Source: an optimization exercise on an open RTL-to-GDS flow (aim: small area, a short achievable clock period and few clock cycles per item). Production flows keep margins and buffers that such runs may drop. At most, simulation tests tie the RTL to the original design; equivalence was not proved. The RTL of run 1 was laid out without a check of its function. Power figures rest on the tool's default switching activity, not on a simulated workload.

[standard.sh]
#!/bin/bash
# synth_recipe.tcl (not shown) runs the flow's synth.tcl, then flattens the netlist and writes it again
# the make line also repeats each setting of config.mk as NAME=value (left out here)
make -C /OpenROAD-flow-scripts/flow DESIGN_CONFIG=/design/flow/config.mk WORK_HOME=/design/flow/orfs CLKGATE_MAP_FILE= SYNTH_SCRIPT=/design/flow/synth_recipe.tcl "${@:-finish}"
[config.mk]
export PLATFORM = sky130hd
export DESIGN_NAME = huffTreeTop
export DESIGN_NICKNAME = huffTreeTop
export VERILOG_FILES = /design/flow/design.v
export SDC_FILE = /design/flow/constraint.sdc
export NUM_CORES = 4
export LEC_CHECK = 0
export ABC_AREA = 1
export CAP_MARGIN = 20
export CORE_MARGIN = 2
export CORE_UTILIZATION = 40
export CTS_BUF_LIST = sky130_fd_sc_hd__clkbuf_4 sky130_fd_sc_hd__clkbuf_8
export PLACE_DENSITY = 0.45
export SLEW_MARGIN = 20
[flow/run.sh]
#!/bin/bash
set -euo pipefail
bash standard.sh SETUP_SLACK_MARGIN=27 finish > standard_flow.log 2>&1
[constraint.sdc]
create_clock -name core_clock -period 35.0 [get_ports {Clk_in}]
set_input_delay 7.0000 -clock core_clock [delete_from_list [all_inputs] [get_ports {Clk_in}]]
set_output_delay 7.0000 -clock core_clock [all_outputs]
set_load 0.01 [all_outputs]
[design.v]
`timescale 1ns/1ps
module huffTreeTop
(
    input  logic          Clk_in,
    input  logic          n_Rst,
    input  logic          Req,
    output logic          Ack,
    input  logic [89:0]   LeafWeights,
    output logic [119:0]  TreeTable,
    output logic [4:0]    RootRight,
    output logic [4:0]    RootLeft
);
    logic       busy;
    logic [3:0] step;               
    logic [7:0] lw [10];            
    logic [9:0] open;               
    logic [7:0] q [5];              
    logic [2:0] qn;                 
    logic [2:0] qb;                 
    logic [9:0] res [8];
    logic [4:0] rootR;
    logic [4:0] rootL;
    function automatic logic le8(input logic [7:0] a, input logic [7:0] b);
        logic c;
        logic lt;
        logic eq;
        c = 1'b1;
        for (int k = 0; k < 4; k++)
        begin
            c = (~a[k] & b[k]) | (~a[k] & c) | (b[k] & c);
        end
        lt = 1'b0;
        eq = 1'b1;
        for (int k = 7; k >= 4; k--)
        begin
            lt = lt | (eq & ~a[k] & b[k]);
            eq = eq & ~(a[k] ^ b[k]);
        end
        le8 = lt | (eq & c);
    endfunction
    logic [99:0] befN;
    logic [99:0] bef;
    always_comb
    begin
        for (int i = 0; i < 10; i++)
        begin
            for (int j = 0; j < 10; j++)
            begin
                if (i == j)
                begin
                    befN[10*i+j] = 1'b1;
                end
                else if (i < j)
                begin
                    befN[10*i+j] = le8(LeafWeights[9*i +: 8], LeafWeights[9*j +: 8]);
                end
                else
                begin
                    befN[10*i+j] = ~le8(LeafWeights[9*j +: 8], LeafWeights[9*i +: 8]);
                end
            end
        end
    end
    logic [44:0] befR;
    always_comb
    begin
        int n;
        n = 0;
        for (int i = 0; i < 10; i++)
        begin
            for (int j = 0; j < 10; j++)
            begin
                if (i == j)
                begin
                    bef[10*i+j] = 1'b1;
                end
                else if (i < j)
                begin
                    bef[10*i+j] = befR[n];
                    n = n + 1;
                end
            end
        end
        for (int i = 0; i < 10; i++)
        begin
            for (int j = 0; j < i; j++)
            begin
                bef[10*i+j] = ~bef[10*j+i];
            end
        end
    end
    function automatic logic [9:0] headOf(input logic [9:0] r, input logic [99:0] bm);
        logic [9:0] h;
        for (int i = 0; i < 10; i++)
        begin
            h[i] = r[i] & (&(~r | bm[10*i +: 10]));
        end
        headOf = h;
    endfunction
    logic [9:0] h0;
    logic [9:0] h1;
    logic [9:0] open1;
    assign h0    = headOf(open, bef);
    assign open1 = open & ~h0;
    assign h1    = headOf(open1, bef);
    logic [7:0] L0;
    logic [7:0] L1;
    logic [3:0] I0;
    logic [3:0] I1;
    always_comb
    begin
        L0 = '0;
        L1 = '0;
        I0 = '0;
        I1 = '0;
        for (int i = 0; i < 10; i++)
        begin
            L0 = L0 | ({8{h0[i]}} & lw[i]);
            L1 = L1 | ({8{h1[i]}} & lw[i]);
            I0 = I0 | ({4{h0[i]}} & 4'(i));
            I1 = I1 | ({4{h1[i]}} & 4'(i));
        end
    end
    logic hL0;
    logic hL1;
    logic hP0;
    logic hP1;
    logic [7:0] P0;
    logic [7:0] P1;
    assign hL0 = |open;
    assign hL1 = |open1;
    assign hP0 = (qn != 3'd0);
    assign hP1 = (qn > 3'd1);
    assign P0  = q[0];
    assign P1  = q[1];
    logic fL;                       
    logic sL;                       
    assign fL = hL0 & (~hP0 | le8(L0, P0));
    assign sL = fL ? (hL1 & (~hP0 | le8(L1, P0))) : (hL0 & (~hP1 | le8(L0, P1)));
    logic [7:0] firstW;
    logic [7:0] secondW;
    logic [7:0] sum;
    assign firstW  = fL ? L0 : P0;
    assign secondW = (fL & sL) ? L1 : (~fL & ~sL) ? P1 : fL ? P0 : L0;
    assign sum     = firstW + secondW;
    logic [4:0] firstIdx;
    logic [4:0] secondIdx;
    assign firstIdx  = fL ? {1'b0, I0} : (5'd10 + 5'(qb));
    assign secondIdx = (fL & sL) ? {1'b0, I1} :
                       (~fL & ~sL) ? (5'd11 + 5'(qb)) :
                       fL ? (5'd10 + 5'(qb)) : {1'b0, I0};
    logic [9:0] used;
    assign used = ((fL | sL) ? h0 : 10'd0) | ((fL & sL) ? h1 : 10'd0);
    logic [1:0] pop;
    assign pop = 2'(!fL) + 2'(!sL);
    logic start;
    assign start = Req & ~busy & ~Ack;
    always_ff @(posedge Clk_in or negedge n_Rst)
    begin
        if (!n_Rst)
        begin
            busy <= 1'b0;
            Ack  <= 1'b0;
        end
        else
        begin
            if (start)
            begin
                busy <= 1'b1;
            end
            else if (busy && step == 4'd8)
            begin
                busy <= 1'b0;
                Ack  <= 1'b1;
            end
            else if (Ack && !Req)
            begin
                Ack <= 1'b0;
            end
        end
    end
    always_ff @(posedge Clk_in)
    begin
        if (!busy)
        begin
            for (int i = 0; i < 10; i++)
            begin
                lw[i] <= LeafWeights[9*i +: 8];
            end
            begin
                int n;
                n = 0;
                for (int i = 0; i < 10; i++)
                begin
                    for (int j = i + 1; j < 10; j++)
                    begin
                        befR[n] <= befN[10*i+j];
                        n = n + 1;
                    end
                end
            end
            open <= '1;
            qn   <= '0;
            qb   <= '0;
            step <= '0;
        end
        else
        begin
            open <= open & ~used;
            for (int m = 0; m < 5; m++)
            begin
                if (3'(m) == qn - 3'(pop))
                begin
                    q[m] <= sum;
                end
                else if (pop == 2'd1)
                begin
                    q[m] <= (m + 1 < 5) ? q[(m + 1) % 5] : 8'd0;
                end
                else if (pop == 2'd2)
                begin
                    q[m] <= (m + 2 < 5) ? q[(m + 2) % 5] : 8'd0;
                end
            end
            qn   <= qn - 3'(pop) + 3'd1;
            qb   <= qb + 3'(pop);
            step <= step + 4'd1;
            for (int k = 0; k < 8; k++)
            begin
                if (step == 4'(k))
                begin
                    res[k] <= {secondIdx, firstIdx};
                end
            end
            if (step == 4'd8)
            begin
                rootR <= firstIdx;
                rootL <= secondIdx;
            end
        end
    end
    always_comb
    begin
        for (int k = 0; k < 8; k++)
        begin
            TreeTable[15*k +: 15] = {5'(10 + k), res[k]};
        end
    end
    assign RootRight = rootR;
    assign RootLeft  = rootL;
endmodule
==> results of run 1 <==
repair_timing:
item,CTS,global route
hold buffers,0,0
setup buffers,26,6
cloned,4,1
resized for setup,770,162
setup endpoints to repair,152,169
pin swaps,22,53
cell families (layout without fill, tap and decap cells):
logic type / Yosys count / after routing
adders and majority gates: 74 / 74
other: 2 / 40
DFF: 277 / 277
and+or+nand+nor: 1068 / 1068
xor gates and xnor gates: 9 / 9
buffers and inverters: 504 / 662
AOI/OAI and AO/OA: 493 / 493
final timing paths:
| check | slack, ns | endpoint | cells past startpoint | startpoint |
|---|---|---|---|---|
| min in group asynchronous | 6.54 | Ack$_DFFE_PN0P_ | 1 | n_Rst |
| setup reg to reg | 27.58 | q[2][3]$_DFFE_PP_ | 30 | open[3]$_SDFF_PN1_ |
| hold / removal | 0.49 | step[0]$_SDFF_PN0_ | 1 | step[0]$_SDFF_PN0_ |
| max in group asynchronous | 28.33 | busy$_DFFE_PN0P_ | 1 | n_Rst |
| setup / recovery | 26.82 | TreeTable[111] | 1 | res[7][6]$_DFFE_PP_ |
| hold reg to reg | 0.49 | step[0]$_SDFF_PN0_ | 1 | step[0]$_SDFF_PN0_ |
metal layers:
layer  track usage (%)  up-vias  share of wire [%]  wire [um]
li1                  -     8610                  -          -
met1              39.2     8622                 41      32000
met2              50.3      839                 47      36400
met3              3.49      214                6.1       4780
met4              17.2        0                6.0       4690
met5                 0        -                  0          0
flip-flops by register name, summed over array words and instances (netlist names):
name and count:
befR 45, open 10, q 40, rootL 5, res 80, qb 3
Ack 1, busy 1, rootR 5, step 4, qn 3, lw 80
layout make-up:
cell class                      count  share of cell area [%]
Clock buffer                       66                    3.63
Timing Repair inverter              5                   0.135
Sequential cell                   277                    35.0
Clock inverter                     23                    1.41
Inverter                          349                    6.70
Timing Repair Buffer              219                    7.10
Multi-Input combinational cell   1684                    42.7
Tap cell                          615                    3.33
metrics by stage:
| step | area (sq um) | hold slack, ns |
|---|---|---|
| after detailed placement | 21300 | 0.472 |
| after global routing | 23100 | 0.515 |
| after global placement | 21300 | 0.464 |
| after CTS | 22700 | 0.487 |
| after floorplan | 19900 | 0.445 |
| final | 23100 | 0.485 |
cell usage in the layout, fill, tap and decap left out, types with 9 or more instances in the layout:
cell / synthesis / layout
inv_2: 23 / 30
o21ai_1: 48 / 138
o221ai_1: 36 / 31
nor2_2: 33 / 33
o21ai_0: 173 / 66
nor2_1: 138 / 138
o22ai_2: 0 / 19
ha_1: 70 / 70
nand3_2: 30 / 30
clkinv_8: 0 / 10
nor3_1: 14 / 13
nand4_1: 39 / 39
o21ai_2: 2 / 18
inv_4: 2 / 9
nor2_4: 14 / 14
dfxtp_1: 20 / 19
a221oi_2: 0 / 26
o22ai_1: 87 / 68
a31oi_2: 0 / 35
clkbuf_4: 0 / 15
nand3_1: 156 / 156
buf_12: 3 / 9
buf_2: 7 / 99
conb_1: 2 / 40
nand2_2: 15 / 15
a31oi_1: 46 / 9
clkinvlp_4: 0 / 15
buf_4: 44 / 55
o211ai_1: 13 / 13
a21oi_1: 26 / 26
clkbuf_8: 0 / 55
clkdlybuf4s50_1: 0 / 9
inv_1: 301 / 276
clkdlybuf4s15_2: 0 / 9
clkbuf_2: 0 / 9
edfxtp_1: 255 / 255
nand2_1: 602 / 602
power by group through the flow:
stage / Sequential (mW) / Combinational (mW) / Clock [mW]
floorplan: 0.603 / 0.566 / 0
global placement: 0.617 / 0.785 / 0
detailed placement: 0.616 / 0.799 / 0
CTS: 0.610 / 0.790 / 0.365
global route: 0.619 / 0.898 / 0.377
finish: 0.611 / 0.800 / 0.357
synthesized netlist by cell type, types with 2 or more instances:
master / count
o21ai_1: 48
buf_2: 7
nand3_2: 30
dfrtp_1: 2
buf_4: 44
inv_2: 23
nand2_1: 602
nor2_1: 138
o221ai_1: 36
nor2_4: 14
nor3_1: 14
nor4_1: 3
clkbuf_1: 75
xnor2_1: 2
a21oi_1: 26
a211oi_1: 12
a221oi_1: 38
nor3_2: 2
o32ai_1: 5
o21ai_0: 173
buf_1: 4
ha_1: 70
o22ai_1: 87
inv_1: 301
dfxtp_1: 20
clkinv_1: 23
nor2_8: 2
nor2_2: 33
nand2_2: 15
inv_4: 2
or2_2: 2
fa_1: 3
nand2_4: 7
conb_1: 2
nand3b_1: 5
nand3_1: 156
nand4_1: 39
a31oi_1: 46
buf_6: 22
xor2_1: 7
o21bai_1: 2
o211ai_1: 13
o21ai_2: 2
buf_12: 3
edfxtp_1: 255
==> summary.md, run 1 <==
| Metric | Value |
|---|---|
| Ys flop type | edfxtp_1 |
| Starting density of the core | between 40% and 50% |
| Gr usage total | 30.5% |
| Power after layout | between 1.5 and 2 mW |
| Die W | 224 um |
| GRT Residual Overflow | 0 |
| Clk pin slew, worst setup/hold paths | about 0.07 ns |
| Setup TNS | 0 ns |
| Number of remaining DRC errors | 0 |
| Slowest cell on the critical path | edfxtp_1 |
| MaxCap Viol Count | 0 |
| Initial antenna violation count | 0 |
| Inst Count DP | 3,112 |
| Core Region | 0.0477 sq mm |
| Site Rows | 80 |
| Combinational fraction of design power | 45.2% |
| Iter 0 DRT Violations | 1,464 |
| Main combinational cell family by area after synthesis | simple AND/OR/NAND/NOR gates |
| Mux contribution to synthesized area | 0% |
| Routed length per placed instance | 24.1 um |
| Reg area | 0.00811 sq mm |
| Switching power | a little under 800 uW |
| Vias per cell | around 5.6 |
| Worst Tran Pin Value | 1.05 ns |
| Clock root cell | clkbuf_8 |
| Post-synthesis register bit count | roughly 280 |
| Drt first pass iters | 5 |
| Setup Skew | 0.0531 ns |
| Worst Hold Class | register to register |
| Relative slew slack | 30.2% |
| WP buf/inv | 1 |
| # diodes | 0 |
| Power Internal | 993 uW |
| Post-Synth Adder-Cell Area | 4.89% |
| Final setup fails | 0 |
| DR vias | 18,300 |
| Setup CP Type | register to primary output |
| First-pass GRT wire length | 114,000 um |
| Share of the synthesized area in the top cell type | 39.6% |
| Clock Path Buffers | 3 |
| Clock sink count | 277 |
| Pleak | around 10 nW |
| Fin util | 48.5% |
| CTS H-tree depth | 2 |
| Setup crit start kind | register |
| # IOs | 224 |
| Clock power frac | 20.2% |
| Worst skew pair latency | between 0.6 and 0.7 ns |
| YS warnings | 4 |
| RSZ-0062 raised after global routing | yes |
| Antenna Violating Nets Remaining | 0 |
| Asr flop ratio synth | 0.722% |
| Layout net count | approximately 2,800 |
| Largest delay share family, worst path | flip-flops |
| Full die area | 0.0501 sq mm |
| Non-filler instance count after layout | 3,238 |
| Post-Synth Simple-Gate Area | 25.3% |
| Max frequency | 122 MHz |
| Endpoints failing hold | 0 |
| Area of the multi-input gates | 0.00987 sq mm |
| CP Data Required Time | 28.00 ns |
| Status | finished clean |
| Synthesized netlist cell count | about 2,400 |
| XOR/XNOR share of the synthesized area | 0.407% |
| Post-synthesis sequential area ratio | 41.9% |
| Compound-gate portion of the synthesized area | roughly 16% |
| Final worst slack | 26.82 ns |
| HPWL Detailed | 57,500 um |
| Pre-CTS setup slack | 25.07 ns |
| Critical Path AT | 1.18 ns |
| Reg power frac | around a third |
| Post-route clock period utilization | 23.4% |
| Worst path cell trace | buf_2 |
| PortBufs | 173 |
| Routability cong. | 1.01 |
| Minimum clock period | 8.18 ns |
| CP Capture Type | primary output |
| Final WL | 77,900 um |
| P&R area growth vs syn | 19.6% |
| Filler instances | 4,691 |
| Fin. max-slew vios | 0 |
| Layout cell share with drive strength beyond 1 | 22.5% |
| Crit path max fanout | 1 |
| Height of the die | 224 um |
| Cell taking the most area after synthesis | edfxtp_1 |
| Synthesized cell area | 0.0193 sq mm |
| TritonCTS buffer count | 49 |
| Switching Share | 43.9% |
| Vias in the first global route | around 18,000 |
| Crit-path max cell delay | 0.40 ns |
| Largest net degree at the start of global routing | between 70 and 80 |
| Avg Inst Size Synth | 7.97 sq um |
| CTS tree | yes |
| Power Density | 76.4 mW/mm^2 |
| Top cells by area, synth | edfxtp_1 40%, nand2_1 12%, inv_1 5.8%, ha_1 4.5%, o21ai_0 4.5% |
| Worst VDD drop | 0.0613 mV |
| EDFF count, synth | 255 |
| Netlist cell types | 57 |
==> run 2: changes to the inputs <==
--- a/design.v
+++ b/design.v
@@ -181,24 +181,25 @@
     end
     always_ff @(posedge Clk_in)
     begin
+        int n;
+        for (int i = 0; i < 10; i++)
+        begin
+            lw[i] <= LeafWeights[9*i +: 8];
+        end
+        n = 0;
+        for (int i = 0; i < 10; i++)
+        begin
+            for (int j = i + 1; j < 10; j++)
+            begin
+                befR[n] <= befN[10*i+j];
+                n = n + 1;
+            end
+        end
+    end
+    always_ff @(posedge Clk_in)
+    begin
         if (!busy)
         begin
-            for (int i = 0; i < 10; i++)
-            begin
-                lw[i] <= LeafWeights[9*i +: 8];
-            end
-            begin
-                int n;
-                n = 0;
-                for (int i = 0; i < 10; i++)
-                begin
-                    for (int j = i + 1; j < 10; j++)
-                    begin
-                        befR[n] <= befN[10*i+j];
-                        n = n + 1;
-                    end
-                end
-            end
             open <= '1;
             qn   <= '0;
             qb   <= '0;
==> run 2 against run 1 <==
Net effect: still clean on timing, DRC and antenna; non-clock buffer count up 1; wire length fell by 4.7%; clock-buffer cell count is 6 higher; combinational power is 14% lower; power shrank 12%; cell area fell by 9.0%; register-to-register slack better by 0.27 ns; clock power shrank 5%; largest cell class unchanged; highest routed layer unchanged.
==> summary.md, run 2 <==
| Metric | Value |
|---|---|
| Inst Count DP | 3,110 (-0.064%) |
| CP Data Required Time | 28.00 ns (about the same) |
| Site Rows | 77 (-3.8%) |
| Synthesized cell area | 0.0178 sq mm (-7.8%) |
| RSZ-0062 raised after global routing | yes |
| Final worst slack | 26.80 ns (-0.0139 ns) |
| Netlist cell types | 56 (-1.8%) |
| Routed length per placed instance | 23.0 um (-4.5%) |
| Layout cell share with drive strength beyond 1 | 17.9% (-4.6 points) |
| Largest net degree at the start of global routing | 52 (-34%) |
| Post-CTS Hold Fix Bufs | 0 (unchanged) |
| Iter 0 DRT Violations | 2,002 (+37%) |
| Biggest registers after layout | lw x80, res x80, befR x45 |
| Routability cong. | 0.981 (-3.3%) |
| First-pass GRT wire length | 108,000 um (-4.7%) |
| Ys flop type | dfxtp_1 |
| Worst skew pair latency | 0.64 ns (about the same) |
| CP Capture Type | primary output |
| Most common cell after layout, fill and taps aside | nand2_1 |
| R2R Path Start | open[5]$_SDFF_PN1_ |
| Height of the die | 215 um (-3.9%) |
| Final setup fails | 0 (unchanged) |
| WP buf/inv | 1 (unchanged) |
| Commonest cells after routing, fill and taps aside | 625 x nand2_1, 290 x inv_1, 195 x nand3_1, 156 x nor2_1, 136 x dfxtp_1 |
| Largest delay share family, worst path | flip-flops |
| Drt first pass iters | 8 (+3) |
| Final WL | 74,200 um (-4.7%) |
| TritonCTS buffer count | 48 (-2.0%) |
| Slowest cell on the critical path | edfxtp_1 |
| Vias in the first global route | 16,800 (-5.3%) |
| Avg Inst Size Synth | 7.28 sq um (-8.6%) |
| Pleak | 9.93 nW (-3.1%) |
| EDFF count, synth | 130 (-49%) |
| Starting density of the core | 40.4% (-0.11 points) |
| Layout net count | 2,770 (+0.69%) |
| Post-route clock period utilization | 23.4% (+0.040 points) |
| Fin util | 47.7% (-0.74 points) |
| Die W | 215 um (-3.9%) |
| # IOs | 224 (unchanged) |
| Vias per cell | 5.60 (-0.79%) |
| Antenna Violating Nets Remaining | 0 (unchanged) |
| DR vias | 18,100 (-0.91%) |
| Crit path from | res[0][2]$_DFFE_PP_ |
| Setup Skew | 0.0409 ns (-0.0122 ns) |
| Relative slew slack | 29.2% (-0.92 points) |
| Crit-path max cell delay | 0.40 ns (about the same) |
| Setup TNS | 0 ns (unchanged) |
| Crit path max fanout | 1 (unchanged) |
| Critical Path AT | 1.20 ns (+0.02 ns) |
| Clock Path Buffers | 3 (unchanged) |
| Post-synthesis register bit count | 277 (unchanged) |
| Most frequent cells after synthesis | 626 x nand2_1, 313 x inv_1, 195 x nand3_1, 180 x o21ai_0, 157 x nor2_1 |
| Post-layout instance area | 0.0211 sq mm (-9.0%) |
| Clock sink count | 277 (unchanged) |
| GRT Residual Overflow | 0 (unchanged) |
| Power Density | 74.2 mW/mm^2 (-2.9%) |
| Top cells by area, synth | edfxtp_1 22%, dfxtp_1 16%, nand2_1 13%, inv_1 6.6%, nand3_1 5.5% |
| YS warnings | 4 (unchanged) |
| Fin. max-slew vios | 0 (unchanged) |
| Status | finished clean |
| Minimum clock period | 8.20 ns (+0.0139 ns) |
| Worst R2R End | q[2][5]$_DFFE_PP_ |
| Setup crit start kind | register |
| Most frequent cell after synthesis | nand2_1 |
| Cell taking the most area after synthesis | edfxtp_1 |
| # diodes | 0 (unchanged) |
| Number of remaining DRC errors | 0 (unchanged) |
| PortBufs | 173 (unchanged) |
| Full die area | 0.0463 sq mm (-7.7%) |
| CTS H-tree depth | 2 (unchanged) |
| Gr usage total | 31.2% (+0.61 points) |
| FF-to-FF setup slack | 27.85 ns (+0.27 ns) |
| P&R area growth vs syn | 18.1% |
| Capture point of the worst path | TreeTable[2] |
| MaxCap Viol Count | 0 (unchanged) |
| Critical path depth in cells | 1 (unchanged) |
| Pre-CTS setup slack | 25.24 ns (+0.168 ns) |
| Endpoints failing hold | 0 (unchanged) |
| Share of the synthesized area in the top cell type | 21.9% (-18 points) |
| HPWL Detailed | 55,200 um (-4.1%) |
| Worst path cell trace | buf_2 |
| Dpl cell area | 0.0199 sq mm (-6.7%) |
| Asr flop ratio synth | 0.722% (unchanged) |
| Setup CP Type | register to primary output |
| Clock root cell | clkbuf_8 |
| Filler instances | 4,590 (-2.2%) |
| Worst reg2reg path depth | 32 (+6.7%) |
| Worst VDD drop | 0.0461 mV (-25%) |
| Non-filler instance count after layout | 3,234 (-0.12%) |
| Worst Hold Class | register to register |
| Clk pin slew, worst setup/hold paths | 0.06 ns (about the same) |
| Core Region | 0.0441 sq mm (-7.6%) |
| Initial antenna violation count | 0 (unchanged) |
| CTS tree | yes |
| Max frequency | 122 MHz (-0.17%) |
| Post-synthesis sequential area ratio | 38.5% (-3.5 points) |
| Synthesized netlist cell count | 2,448 (+0.87%) |
| Worst Tran Pin Value | 1.06 ns (+0.00891 ns) |
-- run 2: where the power goes --
group | total [mW] | internal, mW | switching [mW] | leakage [nW]
Sequential | 0.535 | 0.481 | 0.0534 | 2.47
Clock | 0.339 | 0.194 | 0.145 | 0.570
Combinational | 0.689 | 0.208 | 0.480 | 6.89
-- run 2: area by class of cell --
class	count	area (sq um)	area share, %
Tap cell	592	741	3.52
Clock inverter	16	219	1.04
Timing Repair Buffer	220	1510	7.17
Timing Repair inverter	3	20.0	0.0951
Inverter	354	1550	7.37
Sequential cell	277	6870	32.6
Multi-Input combinational cell	1700	9260	44.0
Clock buffer	72	885	4.20
-- run 2: per-stage QoR --
step | hold slack (ns) | power (mW)
floorplan | 0.445 | 1.01
global placement | 0.472 | 1.22
detailed placement | 0.480 | 1.24
CTS | 0.495 | 1.56
global route | 0.523 | 1.68
finish | 0.495 | 1.56
-- run 2: kinds of logic (layout without fill, tap and decap cells) --
kind of cell	after synthesis	after routing	share of synthesized area (%)
XOR/XNOR	8	8	0.393
buffers and inverters	509	665	12.3
other	2	40	0.0421
adder cells (fa/ha/maj)	74	74	5.30
AO/OA/AOI/OAI	486	486	16.9
AND/OR/NAND/NOR	1092	1092	26.6
flip-flops	277	277	38.5
-- run 2: timing repair --
item,CTS,global route
endpoints found under the setup margin,136,172
gates resized for setup,652,117
pin swaps,14,14
gates cloned,3,0
setup buffers,15,18
-- run 2: worst min path at each step --
stage | cells after the start | endpoint | startpoint
final | 1 | step[0]$_SDFF_PN0_ | step[0]$_SDFF_PN0_
after global routing | 1 | step[0]$_SDFF_PN0_ | step[0]$_SDFF_PN0_
after CTS | 1 | step[0]$_SDFF_PN0_ | step[0]$_SDFF_PN0_
after detailed placement | 1 | step[0]$_SDFF_PN0_ | step[0]$_SDFF_PN0_
after global placement | 1 | step[0]$_SDFF_PN0_ | step[0]$_SDFF_PN0_
after floorplan | 1 | step[0]$_SDFF_PN0_ | step[0]$_SDFF_PN0_
-- run 2: metal layers --
| layer | routed length, um | vias to the layer above | share of wire, % | track usage, % |
|---|---|---|---|---|
| met5 | 0 | - | 0 | 0 |
| met4 | 4780 | 0 | 6.4 | 19.2 |
| met3 | 4980 | 206 | 6.7 | 3.78 |
| met2 | 34300 | 922 | 46 | 50.3 |
| met1 | 30200 | 8479 | 41 | 39.9 |
| li1 | - | 8512 | - | - |
Testbench counts of run 2, summed over its fixed seeds: cycles 26,392, trees 2,400.
==> run 3: changes to the inputs <==
==> flow/run.sh (replaced) <==
#!/bin/bash
set -euo pipefail
bash standard.sh SETUP_SLACK_MARGIN=26.5 finish > standard_flow.log 2>&1
==> run 3 against run 2 <==
Net effect: worst setup slack worse by 0.29 ns; critical endpoint is now befR[17]$_DFF_P_; cell area down 1.9%; area after synthesis unchanged; power down 3.4%; highest routed layer is now met5; critical path depth up 7; final cell count down 1.0%; first-iteration DRC count down 14%.
==> summary.md, run 3 <==
| Metric | Value |
|---|---|
| Most frequent cells after synthesis | 626 x nand2_1, 313 x inv_1, 195 x nand3_1, 180 x o21ai_0, 157 x nor2_1 |
| TritonCTS buffer count | 47 (-2.1%) |
| CP Capture Type | register |
| P&R area growth vs syn | 15.9% |
| Core Region | 0.0441 sq mm (unchanged) |
| Layout cell share with drive strength beyond 1 | 8.67% (-9.2 points) |
| Synthesized netlist cell count | 2,448 (unchanged) |
| Critical Path AT | 9.02 ns (+7.82 ns) |
| Post-Synth Adder-Cell Area | 5.30% (unchanged) |
| Mux contribution to synthesized area | 0% (unchanged) |
| Compound-gate portion of the synthesized area | 16.9% (unchanged) |
| Status | finished clean |
| Power after layout | 1.51 mW (-3.4%) |
| Power Density | 73.0 mW/mm^2 (-1.6%) |
| Worst VDD drop | 0.0580 mV (+26%) |
| Share of the synthesized area in the top cell type | 21.9% (unchanged) |
| Main combinational cell family by area after synthesis | simple AND/OR/NAND/NOR gates |
| Die W | 215 um (unchanged) |
| Minimum clock period | 8.49 ns (+0.293 ns) |
| Site Rows | 77 (unchanged) |
| Synthesized cell area | 0.0178 sq mm (unchanged) |
| Top cells by area, synth | edfxtp_1 22%, dfxtp_1 16%, nand2_1 13%, inv_1 6.6%, nand3_1 5.5% |
| Worst skew pair latency | 0.65 ns (about the same) |
| Clock sink count | 277 (unchanged) |
| Post-CTS Setup Bufs | 0 (-15) |
| Crit path max fanout | 10 (+9) |
| Antenna Violating Nets Remaining | 0 (unchanged) |
| Starting density of the core | 40.4% (unchanged) |
| Asr flop ratio synth | 0.722% (unchanged) |
| Post-synthesis sequential area ratio | 38.5% (unchanged) |
| Worst Tran Pin Value | 1.02 ns (-0.0367 ns) |
| Avg Inst Size Synth | 7.28 sq um (unchanged) |
| Clk pin slew, worst setup/hold paths | 0.06 ns (about the same) |
| RSZ-0062 raised after global routing | yes |
| Biggest registers after layout | lw x80, res x80, befR x45 |
| Setup crit start kind | primary input |
| Commonest cells after routing, fill and taps aside | 626 x nand2_1, 311 x inv_1, 195 x nand3_1, 174 x o21ai_0, 157 x nor2_1 |
| # IOs | 224 (unchanged) |
| Netlist cell types | 56 (unchanged) |
| Setup CP Type | primary input to register |
| Gr usage total | 31.0% (-0.13 points) |
| EDFF count, synth | 130 (unchanged) |
| Vias per cell | 5.50 (-1.8%) |
| Final WL | 72,800 um (-1.9%) |
| Post-route clock period utilization | 24.3% (+0.84 points) |
| Pleak | 9.88 nW (-0.51%) |
| Clock root cell | clkbuf_8 |
| Endpoints failing hold | 0 (unchanged) |
| Post-Synth Simple-Gate Area | 26.6% (unchanged) |
| Layout net count | 2,740 (-1.1%) |
| Most frequent cell after synthesis | nand2_1 |
| CTS H-tree depth | 2 (unchanged) |
| Drt first pass iters | 6 (-2) |
| Hold Crit Start | step[0]$_SDFF_PN0_ |
| CTS tree | yes |
| Iter 0 DRT Violations | 1,715 (-14%) |
| Post-synthesis register bit count | 277 (unchanged) |
| Ys flop type | dfxtp_1 |
| First-pass GRT wire length | 108,000 um (-0.29%) |
| Crit path from | LeafWeights[20] |
| CP Data Required Time | 35.53 ns (+7.53 ns) |
| Vias in the first global route | 16,800 (+0.095%) |
| Number of remaining DRC errors | 0 (unchanged) |
| HPWL Detailed | 55,800 um (+1.0%) |
| Relative slew slack | 31.8% (+2.5 points) |
| DR vias | 17,600 (-2.8%) |
| Cell taking the most area after synthesis | edfxtp_1 |
| R2R Path Start | open[5]$_SDFF_PN1_ |
| Setup Skew | 0.0425 ns (+0.00154 ns) |
| GRT Residual Overflow | 0 (unchanged) |
| Largest net degree at the start of global routing | 52 (unchanged) |
| PortBufs | 173 (unchanged) |
| Most common cell after layout, fill and taps aside | nand2_1 |
| Routed length per placed instance | 22.8 um (-0.87%) |
| XOR/XNOR share of the synthesized area | 0.393% (unchanged) |
| Routability cong. | 0.987 (+0.57%) |
| Height of the die | 215 um (unchanged) |
| YS warnings | 4 (unchanged) |
| Worst Hold Class | register to register |
| Inst Count DP | 3,117 (+0.23%) |
| Full die area | 0.0463 sq mm (unchanged) |
| Final setup fails | 0 (unchanged) |
| Clock Path Buffers | 3 (unchanged) |
| Initial antenna violation count | 1 (+1) |
| Max frequency | 118 MHz (-3.5%) |
| Non-filler instance count after layout | 3,201 (-1.0%) |
| Fin. max-slew vios | 0 (unchanged) |
| Setup TNS | 0 ns (unchanged) |
| MaxCap Viol Count | 0 (unchanged) |
==> run 3: cell count changes in the layout (fill, tap and decap cells not counted), sizes merged, moves of 9 or more <==
| cell | change |
|---|---|
| dlygate4sd2 | +94 |
| clkbuf | -22 |
| dlymetal6s2s | +9 |
| clkinvlp | -14 |
| clkdlybuf4s50 | +22 |
| inv | +15 |
| buf | -138 |
==> run 3: critical path: stages <==
cell and delay, ns:
clkdlybuf4s15_1 0.48, inv_1 0.30, o21ai_0 0.31, o21ai_0 0.16, a31oi_1 0.31, a221oi_1 0.14, o21ai_0 0.24, nand2_1 0.07
==> run 3: kinds of logic after synthesis <==
| kind of cell | after synthesis |
|---|---|
| flip-flops | 277 |
| AND/OR/NAND/NOR | 1092 |
| adder cells (fa/ha/maj) | 74 |
| AO/OA/AOI/OAI | 486 |
| XOR/XNOR | 8 |
| other | 2 |
| buffers and inverters | 509 |
==> run 3: report_power, final <==
group	switching [mW]	internal, mW	total (mW)	leakage, nW
Clock	0.137	0.163	0.300	0.508
Combinational	0.473	0.207	0.681	6.90
Sequential	0.0477	0.481	0.529	2.47
==> run 3: worst paths after layout <==
check,end,slack (ns),cells after the start
setup / recovery,befR[17]$_DFF_P_,26.51,8
hold reg to reg,step[0]$_SDFF_PN0_,0.49,1
setup reg to reg,q[0][7]$_DFFE_PP_,27.27,40
hold / removal,step[0]$_SDFF_PN0_,0.49,1
min in group asynchronous,busy$_DFFE_PN0P_,6.52,1
max in group asynchronous,Ack$_DFFE_PN0P_,28.36,1
==> run 3: what timing repair did <==
| item | CTS | global route |
|---|---|---|
| gates resized for setup | 173 | 44 |
| hold buffers | 0 | 0 |
| pin swaps | 2 | 2 |
| endpoints found under the setup margin | 136 | 40 |
==> run 3: area by class of cell <==
class,instances,area (sq um)
inverters,354,1360
well taps,592,741
flip-flops and latches,277,6860
diodes,1,2.50
clock inverters,19,176
multi-input cells,1700,9000
fillers,4611,23500
repair buffers,194,1740
clock buffers,64,787
==> run 3: layer usage <==
metal / track usage [%] / vias up / wire length (um)
li1: - / 8433 / -
met1: 39.5 / 8216 / 30300
met2: 51.8 / 783 / 34100
met3: 4.15 / 182 / 4430
met4: 15.4 / 2 / 4030
met5: 0 / - / 8
==> run 3: metrics by stage <==
step | hold WS (ns) | area, sq um | setup WS (ns) | utilization (%)
5_1_grt | 0.514 | 20700 | 26.50 | 46.8
3_3_place_gp | 0.471 | 19700 | 25.14 | 44.7
4_1_cts | 0.491 | 20700 | 26.49 | 46.8
3_5_place_dp | 0.478 | 19700 | 25.15 | 44.7
2_1_floorplan | 0.445 | 18000 | 26.53 | -
6_report | 0.486 | 20700 | 26.51 | 46.8
==> run 4: changes to the inputs <==
==> flow/run.sh (replaced) <==
#!/bin/bash
set -euo pipefail
bash standard.sh SETUP_SLACK_MARGIN=27 finish > standard_flow.log 2>&1
--- a/config.mk
+++ b/config.mk
@@ -9,6 +9,8 @@
 export CAP_MARGIN = 20
 export CORE_MARGIN = 2
 export CORE_UTILIZATION = 40
-export CTS_BUF_LIST = sky130_fd_sc_hd__clkbuf_4 sky130_fd_sc_hd__clkbuf_8
-export PLACE_DENSITY = 0.45
+export CTS_BUF_LIST = sky130_fd_sc_hd__clkbuf_8 sky130_fd_sc_hd__clkbuf_16
+export CTS_CLUSTER_DIAMETER = 80
+export CTS_CLUSTER_SIZE = 30
+export PLACE_DENSITY = 0.55
 export SLEW_MARGIN = 20
==> run 4 against run 3 <==
Net effect: global-route usage grew 0.64 points; combinational power grew 2%; final cell count shrank 0.41%; cell area grew 2.7%; clock-buffer cell count shrank 45; sequential cell count is the same; still clean; register-to-register slack gained 0.24 ns.
==> summary.md, run 4 <==
| Metric | Value |
|---|---|
| Status | finished clean |
| Clock sink count | 277 (unchanged) |
| CP Data Required Time | 28.00 ns (-7.53 ns) |
| MaxCap Viol Count | 0 (unchanged) |
| Asr flop ratio synth | 0.722% (unchanged) |
| Final setup fails | 0 (unchanged) |
| Most frequent cells after synthesis | 626 x nand2_1, 313 x inv_1, 195 x nand3_1, 180 x o21ai_0, 157 x nor2_1 |
| Final WL | 75,400 um (+3.5%) |
| Clock root cell | clkbuf_16 |
| Max frequency | 123 MHz (+4.5%) |
| GRT Residual Overflow | 0 (unchanged) |
| Die W | 215 um (unchanged) |
| Top cells by area, synth | edfxtp_1 22%, dfxtp_1 16%, nand2_1 13%, inv_1 6.6%, nand3_1 5.5% |
| Share of the synthesized area in the top cell type | 21.9% (unchanged) |
| Cell taking the most area after synthesis | edfxtp_1 |
| Power Density | 69.2 mW/mm^2 (-5.2%) |
| Slowest cell on the critical path | edfxtp_1 |
| Worst hold stages | 1 (unchanged) |
| Largest delay share family, worst path | flip-flops |
| Crit-path max cell delay | 0.43 ns (-0.05 ns) |
| Commonest cells after routing, fill and taps aside | 622 x nand2_1, 288 x inv_1, 195 x nand3_1, 157 x nor2_1, 141 x dfxtp_1 |
| Synthesized netlist cell count | 2,448 (unchanged) |
| Post-synthesis register bit count | 277 (unchanged) |
| Routed length per placed instance | 23.6 um (+3.9%) |
| Worst Tran Pin Value | 1.11 ns (+0.0861 ns) |
| Most frequent cell after synthesis | nand2_1 |
| Setup Skew | 0.0195 ns (-0.0230 ns) |
| Clk pin slew, worst setup/hold paths | 0.10 ns (+0.04 ns) |
| DR vias | 18,000 (+2.4%) |
| Layout net count | 2,750 (+0.36%) |
| Worst reg2reg path depth | 40 (unchanged) |
| Antenna Violating Nets Remaining | 0 (unchanged) |
| Drt first pass iters | 6 (unchanged) |
| Setup crit start kind | register |
| Synthesized cell area | 0.0178 sq mm (unchanged) |
| Crit path max fanout | 1 (-9) |
| Number of remaining DRC errors | 0 (unchanged) |
| Layout cell share with drive strength beyond 1 | 18.8% (+10 points) |
| Pre-CTS setup slack | 25.28 ns (+0.127 ns) |
| Endpoints failing hold | 0 (unchanged) |
| First-pass GRT wire length | 111,000 um (+2.5%) |
| CP Capture Type | primary output |
| P&R area growth vs syn | 19.0% |
| Critical Path AT | 1.13 ns (-7.89 ns) |
| CTS H-tree depth | 1 (-1) |
| Worst skew pair latency | 0.55 ns (-0.10 ns) |
| EDFF count, synth | 130 (unchanged) |
| # diodes | 0 (-1) |
| Initial antenna violation count | 0 (-1) |
| Hold slack | 0.522 ns (+0.0361 ns) |
| Fin. max-slew vios | 0 (unchanged) |
| Relative slew slack | 25.9% (-5.9 points) |
| HPWL Detailed | 56,000 um (+0.48%) |
| Iter 0 DRT Violations | 1,885 (+9.9%) |
| Final worst slack | 26.87 ns (+0.363 ns) |
| Most common cell after layout, fill and taps aside | nand2_1 |
| Worst Hold Class | register to register |
| Starting density of the core | 40.4% (unchanged) |
| Full die area | 0.0463 sq mm (unchanged) |
| Biggest registers after layout | lw x80, res x80, befR x45 |
| Worst VDD drop | 0.0679 mV (+17%) |
| Post-route clock period utilization | 23.2% (-1.0 points) |
| Largest net degree at the start of global routing | 52 (unchanged) |
| Ys flop type | dfxtp_1 |
| Core Region | 0.0441 sq mm (unchanged) |
| Netlist cell types | 56 (unchanged) |
| PortBufs | 173 (unchanged) |
| Worst path cell trace | buf_2 |
| Pleak | 9.88 nW (about the same) |
| Site Rows | 77 (unchanged) |
| WP buf/inv | 1 (-1) |
| Post-CTS Hold Fix Bufs | 0 (unchanged) |
| Vias per cell | 5.66 (+2.8%) |
| Setup CP Type | register to primary output |
| Critical path depth in cells | 1 (-7) |
| Fin util | 48.1% (+1.3 points) |
| Vias in the first global route | 17,000 (+1.5%) |
| # IOs | 224 (unchanged) |
| CTS tree | yes |
| Minimum clock period | 8.13 ns (-0.363 ns) |
| Height of the die | 215 um (unchanged) |
| Clock Path Buffers | 3 (unchanged) |
| Gr usage total | 31.7% (+0.64 points) |
| RSZ-0062 raised after global routing | yes |
| TritonCTS buffer count | 18 (-62%) |
| Post-synthesis sequential area ratio | 38.5% (unchanged) |
| Setup TNS | 0 ns (unchanged) |
| Routability cong. | 0.974 (-1.3%) |
| FF-to-FF setup slack | 27.51 ns (+0.24 ns) |
| Avg Inst Size Synth | 7.28 sq um (unchanged) |
| YS warnings | 4 (unchanged) |
[run 4: changes by cell type in the layout (fill, tap and decap cells not counted), sizes merged, moves of 8 or more]
cell,before,now
buf,21,173
clkinvlp,3,16
inv,335,327
clkdlybuf4s50,39,9
dlygate4sd2,101,3
clkdlybuf4s15,11,19
clkbuf,76,39
[run 4: worst paths after layout]
path	to	from
setup reg to reg	q[2][7]$_DFFE_PP_	open[1]$_SDFF_PN1_
hold / removal	step[0]$_SDFF_PN0_	step[0]$_SDFF_PN0_
min in group asynchronous	busy$_DFFE_PN0P_	n_Rst
hold reg to reg	step[0]$_SDFF_PN0_	step[0]$_SDFF_PN0_
setup / recovery	TreeTable[113]	res[7][8]$_DFFE_PP_
max in group asynchronous	Ack$_DFFE_PN0P_	n_Rst
[run 4: metrics by stage]
step	instance area (sq um)	power (mW)	cells
after floorplan	18400	1.01	2486
after global placement	19900	1.22	3115
after detailed placement	19900	1.23	3115
after CTS	20800	1.47	3180
after global routing	21200	1.58	3188
final	21200	1.47	3188
[run 4: what timing repair did]
action                                 in CTS  in global routing
setup endpoints to repair                 136                156
pin swaps                                  48                 71
endpoints found under the hold margin       0                  0
gates resized for setup                   769                140
buffers inserted                           28                  8
gates cloned                                5                  0
[run 4: area by class of cell]
type	instances	area (sq um)
sequential	277	6860
multi-input combinational	1700	9650
timing repair buffer	229	1720
timing repair inverter	4	25.0
inverter	354	1550
clock buffer	19	475
tap	592	741
clock inverter	13	193
fill	4500	22900
[run 4: routing by layer]
metal / share of wire, % / up-vias / track usage, %
li1: - / 8472 / -
met1: 42 / 8491 / 41.3
met2: 45 / 853 / 50.5
met3: 6.6 / 221 / 3.72
met4: 6.8 / 0 / 18.9
met5: 0 / - / 0
[run 4: logic make-up (layout without fill, tap and decap cells)]
group | count (synthesis) | after routing | share of synthesized area [%]
DFF | 277 | 277 | 38.5
AOI/OAI and AO/OA | 486 | 486 | 16.9
and+or+nand+nor | 1092 | 1092 | 26.6
adders and majority gates | 74 | 74 | 5.30
xor gates and xnor gates | 8 | 8 | 0.393
buffers and inverters | 509 | 619 | 12.3
other | 2 | 40 | 0.0421
[run 4: report_power, final]
part           leakage, nW  internal, mW  total (mW)  switching, mW
registers             2.47         0.480       0.529         0.0484
clock network        0.321         0.116       0.246          0.131
logic                 7.08         0.210       0.695          0.484
==> run 5: changes to the inputs <==
--- a/config.mk
+++ b/config.mk
@@ -12,5 +12,5 @@
 export CTS_BUF_LIST = sky130_fd_sc_hd__clkbuf_8 sky130_fd_sc_hd__clkbuf_16
 export CTS_CLUSTER_DIAMETER = 80
 export CTS_CLUSTER_SIZE = 30
-export PLACE_DENSITY = 0.55
+export PLACE_DENSITY = 0.38
 export SLEW_MARGIN = 20
==> run 5 against run 4 <==
Net effect: power about the same; register-to-register slack better by 0.03 ns; worst setup slack better by 0.023 ns; largest power group unchanged; critical endpoint is now TreeTable[2]; first-iteration DRC count down 3.2%.
==> summary.md, run 5 <==
| Metric | Value |
|---|---|
| Status | finished clean |
| Post-synthesis sequential area ratio | 38.5% (unchanged) |
| Post-route clock period utilization | 23.2% (-0.065 points) |
| CP Data Required Time | 28.00 ns (about the same) |
| Avg Inst Size Synth | 7.28 sq um (unchanged) |
| Drt first pass iters | 6 (unchanged) |
| Clock Path Buffers | 3 (unchanged) |
| Worst path cell trace | buf_2 |
| Final worst slack | 26.90 ns (+0.0226 ns) |
| # IOs | 224 (unchanged) |
| Clock root cell | clkbuf_16 |
| # diodes | 0 (unchanged) |
| EDFF count, synth | 130 (unchanged) |
| Setup Skew | 0.0348 ns (+0.0153 ns) |
| Cell taking the most area after synthesis | edfxtp_1 |
| Number of remaining DRC errors | 0 (unchanged) |
| First-pass GRT wire length | 108,000 um (-2.7%) |
| Worst skew pair latency | 0.54 ns (about the same) |
| Top cells by area, synth | edfxtp_1 22%, dfxtp_1 16%, nand2_1 13%, inv_1 6.6%, nand3_1 5.5% |
| Die W | 215 um (unchanged) |
| Post-CTS Hold Fix Bufs | 0 (unchanged) |
| Most frequent cells after synthesis | 626 x nand2_1, 313 x inv_1, 195 x nand3_1, 180 x o21ai_0, 157 x nor2_1 |
| Vias in the first global route | 16,600 (-2.7%) |
| Hold Crit Start | step[0]$_SDFF_PN0_ |
| Clk pin slew, worst setup/hold paths | 0.09 ns (about the same) |
| Commonest cells after routing, fill and taps aside | 626 x nand2_1, 291 x inv_1, 195 x nand3_1, 157 x nor2_1, 140 x dfxtp_1 |
| Synthesized cell area | 0.0178 sq mm (unchanged) |
| MaxCap Viol Count | 0 (unchanged) |
| Ys flop type | dfxtp_1 |
| Worst Tran Pin Value | 1.05 ns (-0.0512 ns) |
| CP Capture Type | primary output |
| Initial antenna violation count | 0 (unchanged) |
| PortBufs | 173 (unchanged) |
| Crit path max fanout | 1 (unchanged) |
| CTS H-tree depth | 1 (unchanged) |
| Hold slack | 0.496 ns (-0.0257 ns) |
| Setup TNS | 0 ns (unchanged) |
| Max frequency | 123 MHz (+0.28%) |
| Routed length per placed instance | 23.1 um (-2.1%) |
| Core Region | 0.0441 sq mm (unchanged) |
| Vias per cell | 5.59 (-1.2%) |
| Fin. max-slew vios | 0 (unchanged) |
| Layout net count | 2,741 (-0.33%) |
| Power after layout | 1.47 mW (about the same) |
| WP buf/inv | 1 (unchanged) |
| TritonCTS buffer count | 19 (+1) |
| Inst Count DP | 3,110 (-0.16%) |
| CTS tree | yes |
| Full die area | 0.0463 sq mm (unchanged) |
| Crit-path max cell delay | 0.41 ns (-0.02 ns) |
| Most frequent cell after synthesis | nand2_1 |
| Share of the synthesized area in the top cell type | 21.9% (unchanged) |
| GRT Residual Overflow | 0 (unchanged) |
| Antenna Violating Nets Remaining | 0 (unchanged) |
| R2R Path Start | open[7]$_SDFF_PN1_ |
| Post-layout instance area | 0.0208 sq mm (-1.8%) |
| Non-filler instance count after layout | 3,180 (-0.25%) |
| HPWL Detailed | 55,200 um (-1.5%) |
| Asr flop ratio synth | 0.722% (unchanged) |
| Layout cell share with drive strength beyond 1 | 17.1% (-1.7 points) |
| Height of the die | 215 um (unchanged) |
| Synthesized netlist cell count | 2,448 (unchanged) |
| Endpoints failing hold | 0 (unchanged) |
| DR vias | 17,800 (-1.4%) |
| Biggest registers after layout | lw x80, res x80, befR x45 |
| Final setup fails | 0 (unchanged) |
| Critical Path AT | 1.10 ns (-0.03 ns) |
| Pleak | 9.75 nW (-1.3%) |
| P&R area growth vs syn | 16.8% |
| Post-synthesis register bit count | 277 (unchanged) |
| Fin util | 47.2% (-0.88 points) |
| Site Rows | 77 (unchanged) |
| Power Density | 70.5 mW/mm^2 (+1.9%) |
| Largest delay share family, worst path | flip-flops |
| Final WL | 73,600 um (-2.3%) |
| RSZ-0062 raised after global routing | yes |
| Largest net degree at the start of global routing | 52 (unchanged) |
| Gr usage total | 30.8% (-0.90 points) |
| Starting density of the core | 40.4% (unchanged) |
| Iter 0 DRT Violations | 1,825 (-3.2%) |
| Pre-CTS setup slack | 25.24 ns (-0.0363 ns) |
| Relative slew slack | 29.4% (+3.6 points) |
| Worst Hold Class | register to register |
| Minimum clock period | 8.10 ns (-0.0226 ns) |
| Slowest cell on the critical path | edfxtp_1 |
| YS warnings | 4 (unchanged) |
| Worst VDD drop | 0.0478 mV (-30%) |
| Most common cell after layout, fill and taps aside | nand2_1 |
| Dpl cell area | 0.0199 sq mm (-0.20%) |
| Clock sink count | 277 (unchanged) |
| Netlist cell types | 56 (unchanged) |
| Setup crit start kind | register |
| Setup CP Type | register to primary output |
| Crit path from | res[0][2]$_DFFE_PP_ |
| Routability cong. | 0.981 (+0.79%) |
==> run 5: power breakdown <==
group	internal, mW	total [mW]	switching, mW
Sequential	0.480	0.534	0.0534
Combinational	0.210	0.693	0.483
Clock	0.110	0.243	0.133
Total	0.800	1.47	0.669
==> run 5: layout make-up <==
cell class / instances / area (sq um)
fill: 4592 / 23300
multi-input combinational: 1700 / 9420
sequential: 277 / 6860
timing repair buffer: 218 / 1570
inverter: 354 / 1560
tap: 592 / 741
clock buffer: 19 / 475
clock inverter: 15 / 175
timing repair inverter: 5 / 35.0
==> run 5: routing by layer <==
metal  share of wire (%)  global-route usage [%]  vias to the layer above  wire [um]
met1                  41                    39.8                     8269      30000
li1                    -                       -                     8449          -
met2                  46                    50.6                      870      34200
met5                   0                       0                        -          0
met3                 6.7                    3.33                      190       4910
met4                 6.2                    16.3                        0       4540
==> run 5: final timing paths <==
path                                      endpoint  slack (ns)  cells past startpoint
worst max-delay path                  TreeTable[2]       26.90                      1
worst min-delay path            step[0]$_SDFF_PN0_        0.50                      1
worst max register to register   q[2][7]$_DFFE_PP_       27.54                     32
worst min register to register  step[0]$_SDFF_PN0_        0.50                      1
max in group asynchronous         busy$_DFFE_PN0P_       28.23                      1
min in group asynchronous          Ack$_DFFE_PN0P_        6.63                      1
==> run 5: repair_timing <==
action                                  4_1_cts  5_1_grt
endpoints found under the setup margin      136      167
buffers inserted                             27        4
gates resized for setup                     742      112
pin swaps                                    23       37
gates cloned                                  4        1
==> run 5: kinds of logic (layout without fill, tap and decap cells) <==
family                   count (synthesis)  after routing  synth area share (%)
AO/OA/AOI/OAI                          486            486                  16.9
other                                    2             40                0.0421
buffers and inverters                  509            611                  12.3
XOR/XNOR                                 8              8                 0.393
flip-flops                             277            277                  38.5
adder cells (fa/ha/maj)                 74             74                  5.30
AND/OR/NAND/NOR                       1092           1092                  26.6
==> run 6: changes to the inputs <==
--- a/config.mk
+++ b/config.mk
@@ -12,5 +12,6 @@
 export CTS_BUF_LIST = sky130_fd_sc_hd__clkbuf_8 sky130_fd_sc_hd__clkbuf_16
 export CTS_CLUSTER_DIAMETER = 80
 export CTS_CLUSTER_SIZE = 30
-export PLACE_DENSITY = 0.38
+export PLACE_DENSITY = 0.45
 export SLEW_MARGIN = 20
+export TNS_END_PERCENT = 10
==> run 6 against run 5 <==
Net effect: worst hold slack gained 0.0033 ns; clock power up 2%; area after synthesis is the same; cell area rose by 0.49%; power hardly changed; die area unchanged; largest cell class unchanged; highest routed layer unchanged.
==> summary.md, run 6 <==
| Metric | Value |
|---|---|
| CTS H-tree depth | 1 (unchanged) |
| Cell taking the most area after synthesis | edfxtp_1 |
| Clk pin slew, worst setup/hold paths | 0.11 ns (+0.02 ns) |
| Most frequent cell after synthesis | nand2_1 |
| Worst VDD drop | 0.0609 mV (+27%) |
| Commonest cells after routing, fill and taps aside | 623 x nand2_1, 293 x inv_1, 195 x nand3_1, 157 x nor2_1, 144 x dfxtp_1 |
| Pleak | 9.87 nW (+1.2%) |
| Fin. max-slew vios | 0 (unchanged) |
| Clock Path Buffers | 3 (unchanged) |
| Setup TNS | 0 ns (unchanged) |
| Power Density | 70.1 mW/mm^2 (-0.56%) |
| CTS tree | yes |
| Starting density of the core | 40.4% (unchanged) |
| Worst Hold Class | register to register |
| Share of the synthesized area in the top cell type | 21.9% (unchanged) |
| Worst skew pair latency | 0.55 ns (about the same) |
| WP buf/inv | 1 (unchanged) |
| Height of the die | 215 um (unchanged) |
| Synthesized netlist cell count | 2,448 (unchanged) |
| MaxCap Viol Count | 0 (unchanged) |
| Worst path cell trace | buf_2 |
| Relative slew slack | 34.2% (+4.7 points) |
| Routability cong. | 0.974 (-0.78%) |
| GRT Residual Overflow | 0 (unchanged) |
| EDFF count, synth | 130 (unchanged) |
| P&R area growth vs syn | 17.4% |
| CP Data Required Time | 28.00 ns (about the same) |
| Netlist cell types | 56 (unchanged) |
| Largest delay share family, worst path | flip-flops |
| Status | finished clean |
| Most common cell after layout, fill and taps aside | nand2_1 |
| Post-synthesis register bit count | 277 (unchanged) |
| Max frequency | 123 MHz (-0.47%) |
| Layout cell share with drive strength beyond 1 | 16.6% (-0.47 points) |
| Setup CP Type | register to primary output |
| # IOs | 224 (unchanged) |
| Clock sink count | 277 (unchanged) |
| Avg Inst Size Synth | 7.28 sq um (unchanged) |
| Minimum clock period | 8.14 ns (+0.0385 ns) |
| CP Capture Type | primary output |
| Worst reg2reg path depth | 40 (+25%) |
| Gr usage total | 30.8% (+0.039 points) |
| Die W | 215 um (unchanged) |
| Core Region | 0.0441 sq mm (unchanged) |
| Routed length per placed instance | 23.0 um (-0.77%) |
| TritonCTS buffer count | 19 (unchanged) |
| Worst hold stages | 1 (unchanged) |
| Initial antenna violation count | 2 (+2) |
| DR vias | 17,900 (+0.94%) |
| Antenna Violating Nets Remaining | 0 (unchanged) |
| Post-route clock period utilization | 23.3% (+0.11 points) |
| Final setup fails | 0 (unchanged) |
| Endpoints failing hold | 0 (unchanged) |
| Crit-path max cell delay | 0.43 ns (+0.02 ns) |
| Largest net degree at the start of global routing | 52 (unchanged) |
| Synthesized cell area | 0.0178 sq mm (unchanged) |
| Critical Path AT | 1.14 ns (+0.04 ns) |
| YS warnings | 4 (unchanged) |
| Most frequent cells after synthesis | 626 x nand2_1, 313 x inv_1, 195 x nand3_1, 180 x o21ai_0, 157 x nor2_1 |
| Top cells by area, synth | edfxtp_1 22%, dfxtp_1 16%, nand2_1 13%, inv_1 6.6%, nand3_1 5.5% |
| Setup Skew | 0.0401 ns (+0.00523 ns) |
| Iter 0 DRT Violations | 1,897 (+3.9%) |
| Site Rows | 77 (unchanged) |
| Setup crit start kind | register |
| PortBufs | 173 (unchanged) |
| Critical path depth in cells | 1 (unchanged) |
| Ys flop type | dfxtp_1 |
| Post-synthesis sequential area ratio | 38.5% (unchanged) |
| HPWL Detailed | 55,700 um (+0.91%) |
| Drt first pass iters | 6 (unchanged) |
| Biggest registers after layout | lw x80, res x80, befR x45 |
| Post-CTS Hold Fix Bufs | 0 (unchanged) |
| First-pass GRT wire length | 108,000 um (+0.39%) |
| Crit path max fanout | 1 (unchanged) |
| Number of remaining DRC errors | 0 (unchanged) |
| Asr flop ratio synth | 0.722% (unchanged) |
| Clock root cell | clkbuf_16 |
| Full die area | 0.0463 sq mm (unchanged) |
| RSZ-0062 raised after global routing | yes |
| Slowest cell on the critical path | edfxtp_1 |
| Worst Tran Pin Value | 0.984 ns (-0.0709 ns) |
| Final WL | 73,500 um (-0.11%) |
| Vias in the first global route | 16,700 (+0.63%) |
| Power after layout | 1.47 mW (about the same) |
| Vias per cell | 5.61 (+0.28%) |
| Layout net count | 2,760 (+0.69%) |
run 6: cell families after synthesis:
| logic type | share of synthesized area (%) |
|---|---|
| other cells | 0.0421 |
| simple gates | 26.6 |
| compound gates | 16.9 |
| xor+xnor | 0.393 |
| buf+inv | 12.3 |
| fa+ha+maj | 5.30 |
| flops | 38.5 |
run 6: layer usage:
layer	wire length, um	track usage, %
met2	34300	51.3
met3	4590	2.93
met5	0	0
met1	30400	40.2
met4	4260	14.9
run 6: power breakdown:
part / total, mW / internal (mW) / switching, mW
sequential: 0.524 / 0.480 / 0.0442
combinational: 0.696 / 0.209 / 0.486
clock: 0.248 / 0.112 / 0.136
run 6: what timing repair did:
action | CTS | global route
cloned | 3 | 0
pin swaps | 29 | 48
endpoints found under the setup margin | 136 | 157
setup buffers | 32 | 12
gates resized for setup | 711 | 141
run 6: final timing paths:
| kind | slack (ns) | start | end |
|---|---|---|---|
| setup / recovery | 26.86 | res[2][5]$_DFFE_PP_ | TreeTable[35] |
| hold / removal | 0.50 | step[0]$_SDFF_PN0_ | step[0]$_SDFF_PN0_ |
| setup reg to reg | 27.37 | open[6]$_SDFF_PN1_ | q[2][7]$_DFFE_PP_ |
| max in group asynchronous | 28.27 | n_Rst | Ack$_DFFE_PN0P_ |
| min in group asynchronous | 6.61 | n_Rst | busy$_DFFE_PN0P_ |
| hold reg to reg | 0.50 | step[0]$_SDFF_PN0_ | step[0]$_SDFF_PN0_ |
run 6: cell type report:
type | instances | area (sq um)
multi-input combinational | 1700 | 9330
tap | 592 | 741
timing repair buffer | 239 | 1780
inverter | 354 | 1530
sequential | 277 | 6860
fill | 4516 | 23200
antenna | 2 | 5.00
timing repair inverter | 3 | 22.5
clock buffer | 19 | 475
clock inverter | 15 | 200
run 6: per-stage QoR:
stage	std cells	util, %	worst slack, ns	hold slack, ns	instance area (sq um)
6_report	3201	47.5	26.86	0.499	20900
5_1_grt	3199	47.4	26.82	0.526	20900
4_1_cts	3187	46.8	26.83	0.505	20700
3_5_place_dp	3118	44.9	25.28	0.473	19800
3_3_place_gp	3118	44.9	25.30	0.468	19800
2_1_floorplan	2486	-	26.77	0.445	18100
run 6: worst reg2reg max path: cells and delay by family, from the launching register on:
kind	cells	cell delay, ns
AOI/OAI and AO/OA	6	1.38
and+or+nand+nor	27	4.04
adders and majority gates	2	0.59
buffers and inverters	5	0.55
DFF	1	0.85
==> run 7: changes to the inputs <==
--- a/config.mk
+++ b/config.mk
@@ -14,4 +14,3 @@
 export CTS_CLUSTER_SIZE = 30
 export PLACE_DENSITY = 0.45
 export SLEW_MARGIN = 20
-export TNS_END_PERCENT = 10
==> run 7 against run 6 <==
Net effect: critical endpoint is now TreeTable[2]; highest routed layer unchanged; synthesized cell count unchanged; core utilization is 0.23 points lower; via count shrank 0.93%.
==> summary.md, run 7 <==
| Metric | Value |
|---|---|
| Status | finished clean |
| YS warnings | 4 (unchanged) |
| Vias in the first global route | 16,600 (-0.62%) |
| Clock sink count | 277 (unchanged) |
| EDFF count, synth | 130 (unchanged) |
| Endpoints failing hold | 0 (unchanged) |
| Worst VDD drop | 0.0478 mV (-21%) |
| FF-to-FF setup slack | 27.54 ns (+0.17 ns) |
| Worst Tran Pin Value | 1.05 ns (+0.0709 ns) |
| Post-synthesis register bit count | 277 (unchanged) |
| Starting density of the core | 40.4% (unchanged) |
| Fin. max-slew vios | 0 (unchanged) |
| Setup CP Type | register to primary output |
| # IOs | 224 (unchanged) |
| CTS H-tree depth | 1 (unchanged) |
| GRT Residual Overflow | 0 (unchanged) |
| Ys flop type | dfxtp_1 |
| Full die area | 0.0463 sq mm (unchanged) |
| Non-filler instance count after layout | 3,180 (-0.66%) |
| # diodes | 0 (-2) |
| First-pass GRT wire length | 108,000 um (-0.39%) |
| Power Density | 70.5 mW/mm^2 (+0.57%) |
| Setup TNS | 0 ns (unchanged) |
| Most used routing layer in global routing | met2 |
| Setup crit start kind | register |
| Antenna Violating Nets Remaining | 0 (unchanged) |
| TritonCTS buffer count | 19 (unchanged) |
| Layout cell share with drive strength beyond 1 | 17.1% (+0.47 points) |
| PortBufs | 173 (unchanged) |
| Cell taking the most area after synthesis | edfxtp_1 |
| Pleak | 9.75 nW (-1.2%) |
| Avg Inst Size Synth | 7.28 sq um (unchanged) |
| Post-route clock period utilization | 23.2% (-0.11 points) |
| MaxCap Viol Count | 0 (unchanged) |
| Routability cong. | 0.981 (+0.79%) |
| Routed length per placed instance | 23.1 um (+0.78%) |
| Crit path max fanout | 1 (unchanged) |
| Power after layout | 1.47 mW (about the same) |
| Minimum clock period | 8.10 ns (-0.0385 ns) |
| Slowest cell on the critical path | edfxtp_1 |
| Clock Path Buffers | 3 (unchanged) |
| Max frequency | 123 MHz (+0.47%) |
| CP Data Required Time | 28.00 ns (about the same) |
| Share of the synthesized area in the top cell type | 21.9% (unchanged) |
| CP Capture Type | primary output |
| Drt first pass iters | 6 (unchanged) |
| Core Region | 0.0441 sq mm (unchanged) |
| Worst Hold Class | register to register |
| Netlist cell types | 56 (unchanged) |
| Most common cell after layout, fill and taps aside | nand2_1 |
| P&R area growth vs syn | 16.8% |
| Final setup fails | 0 (unchanged) |
| WP buf/inv | 1 (unchanged) |
| Commonest cells after routing, fill and taps aside | 626 x nand2_1, 291 x inv_1, 195 x nand3_1, 157 x nor2_1, 140 x dfxtp_1 |
| Grt met1 use | 39.8% (-0.35 points) |
| Iter 0 DRT Violations | 1,825 (-3.8%) |
| Synthesized netlist cell count | 2,448 (unchanged) |
| Worst path cell trace | buf_2 |
| Clock root cell | clkbuf_16 |
| Final WL | 73,600 um (+0.11%) |
| Number of remaining DRC errors | 0 (unchanged) |
| Crit-path max cell delay | 0.41 ns (-0.02 ns) |
| Global-route met2 utilization | 50.6% (-0.67 points) |
| Most frequent cell after synthesis | nand2_1 |
| Die W | 215 um (unchanged) |
| Relative slew slack | 29.4% (-4.7 points) |
| Height of the die | 215 um (unchanged) |
| Gr usage total | 30.8% (-0.039 points) |
| Asr flop ratio synth | 0.722% (unchanged) |
| Met3 GRT Util | 3.33% (+0.40 points) |
| Biggest registers after layout | lw x80, res x80, befR x45 |
| Initial antenna violation count | 0 (-2) |
| Clk pin slew, worst setup/hold paths | 0.09 ns (-0.02 ns) |
| CTS tree | yes |
| Post-synthesis sequential area ratio | 38.5% (unchanged) |
| Most frequent cells after synthesis | 626 x nand2_1, 313 x inv_1, 195 x nand3_1, 180 x o21ai_0, 157 x nor2_1 |
| HPWL Detailed | 55,200 um (-0.90%) |
| Critical Path AT | 1.10 ns (-0.04 ns) |
| Vias per cell | 5.59 (-0.28%) |
| Inst Count DP | 3,110 (-0.26%) |
| Synthesized cell area | 0.0178 sq mm (unchanged) |
| RSZ-0062 raised after global routing | yes |
| Site Rows | 77 (unchanged) |
| Layout net count | 2,741 (-0.69%) |
| Largest net degree at the start of global routing | 52 (unchanged) |
| Top cells by area, synth | edfxtp_1 22%, dfxtp_1 16%, nand2_1 13%, inv_1 6.6%, nand3_1 5.5% |
| Worst skew pair latency | 0.54 ns (about the same) |
| Setup Skew | 0.0348 ns (-0.00523 ns) |
| Largest delay share family, worst path | flip-flops |
| DR vias | 17,800 (-0.93%) |
run 7: cell count changes in the layout (fill, tap and decap cells not counted), moves of 5 or more:
cell / before / now
o21ai_0: 112 / 77
o21ai_1: 90 / 121
a31oi_2: 14 / 27
a31oi_1: 31 / 19
buf_4: 61 / 51
o22ai_2: 6 / 14
buf_2: 102 / 95
o22ai_1: 78 / 72
o21ai_2: 7 / 12
run 7: repair_timing:
item,in CTS,in global routing
hold buffers,0,0
setup endpoints to repair,136,167
gates resized for setup,742,112
pin swaps,23,37
setup buffers,27,4
cloned,4,1
run 7: kinds of logic (layout without fill, tap and decap cells):
logic type,count (synthesis),in the layout,synth area share [%]
XOR/XNOR,8,8,0.393
AND/OR/NAND/NOR,1092,1092,26.6
other,2,40,0.0421
flip-flops,277,277,38.5
AO/OA/AOI/OAI,486,486,16.9
adder cells (fa/ha/maj),74,74,5.30
buffers and inverters,509,611,12.3
run 7: final timing paths:
kind                                      end                start  cells past startpoint
setup reg to reg            q[2][7]$_DFFE_PP_   open[7]$_SDFF_PN1_                     32
min in group asynchronous     Ack$_DFFE_PN0P_                n_Rst                      1
setup / recovery                 TreeTable[2]  res[0][2]$_DFFE_PP_                      1
max in group asynchronous    busy$_DFFE_PN0P_                n_Rst                      1
hold reg to reg            step[0]$_SDFF_PN0_   step[0]$_SDFF_PN0_                      1
hold / removal             step[0]$_SDFF_PN0_   step[0]$_SDFF_PN0_                      1
run 7: where the power goes:
group	leakage [nW]	switching (mW)	internal, mW
clock	0.324	0.133	0.110
combinational	6.95	0.483	0.210
sequential	2.47	0.0534	0.480
total	9.75	0.669	0.800
run 7: metal layers:
metal	vias up	routed length, um	part of all wire [%]
met1	8269	30000	41
met4	0	4540	6.2
met5	-	0	0
met3	190	4910	6.7
met2	870	34200	46
li1	8449	-	-
run 7: per-stage QoR:
step,instance area [sq um],utilization (%),setup WS (ns),hold slack [ns]
3_5_place_dp,19900,45.1,25.24,0.480
2_1_floorplan,18400,-,26.82,0.445
3_3_place_gp,19900,45.1,25.24,0.472
6_report,20800,47.2,26.90,0.496
5_1_grt,20800,47.2,26.87,0.532
4_1_cts,20600,46.7,26.87,0.502
run 7: area by class of cell:
cell class,instances,area [sq um]
Sequential cell,277,6860
Timing Repair Buffer,218,1570
Timing Repair inverter,5,35.0
Clock inverter,15,175
Fill cell,4592,23300
Inverter,354,1560
Clock buffer,19,475
Multi-Input combinational cell,1700,9420
Tap cell,592,741

==> re-timing with driven ports <==
No port has a modelled driver above. Below, the same layouts with a new extraction and two added sets of constraints.
Step 1, drivers: a clkbuf_16 drives Clk_in and a buf_2 each remaining input, both assumed.
Step 2, shift: input delay + t, output delay - t, t = (earliest + latest rising clock arrival at the registers) / 2. This alone moves slack from input paths to output paths.
Slacks: no drivers / after step 1 / after step 2; pairs: no drivers / after step 1.
run | t, ns | setup slack, ns | worst setup path at the end | clock arrival spread, ns | worst register clock-pin slew, ns
run 1 | 0.663 | 26.817 / 26.759 / 26.312 | input to register | 0.053 / 0.053 | 0.08 / 0.08
run 2 | 0.678 | 26.803 / 26.746 / 26.303 | input to register | 0.041 / 0.041 | 0.07 / 0.07
run 3 | 0.683 | 26.510 / 26.538 / 25.855 | input to register | 0.042 / 0.042 | 0.06 / 0.06
run 4 | 0.598 | 26.873 / 26.813 / 26.379 | input to register | 0.019 / 0.020 | 0.11 / 0.11
run 5 | 0.583 | 26.895 / 26.839 / 26.426 | input to register | 0.035 / 0.035 | 0.11 / 0.11
run 6 | 0.583 | 26.857 / 26.807 / 26.319 | input to register | 0.040 / 0.040 | 0.11 / 0.11
run 7 | 0.583 | 26.895 / 26.839 / 26.426 | input to register | 0.035 / 0.035 | 0.11 / 0.11
After both steps setup and hold are still met in every run listed. The setup slack of run 3, which loses most, moves by +0.028 ns with the drivers and by -0.655 ns with both steps.
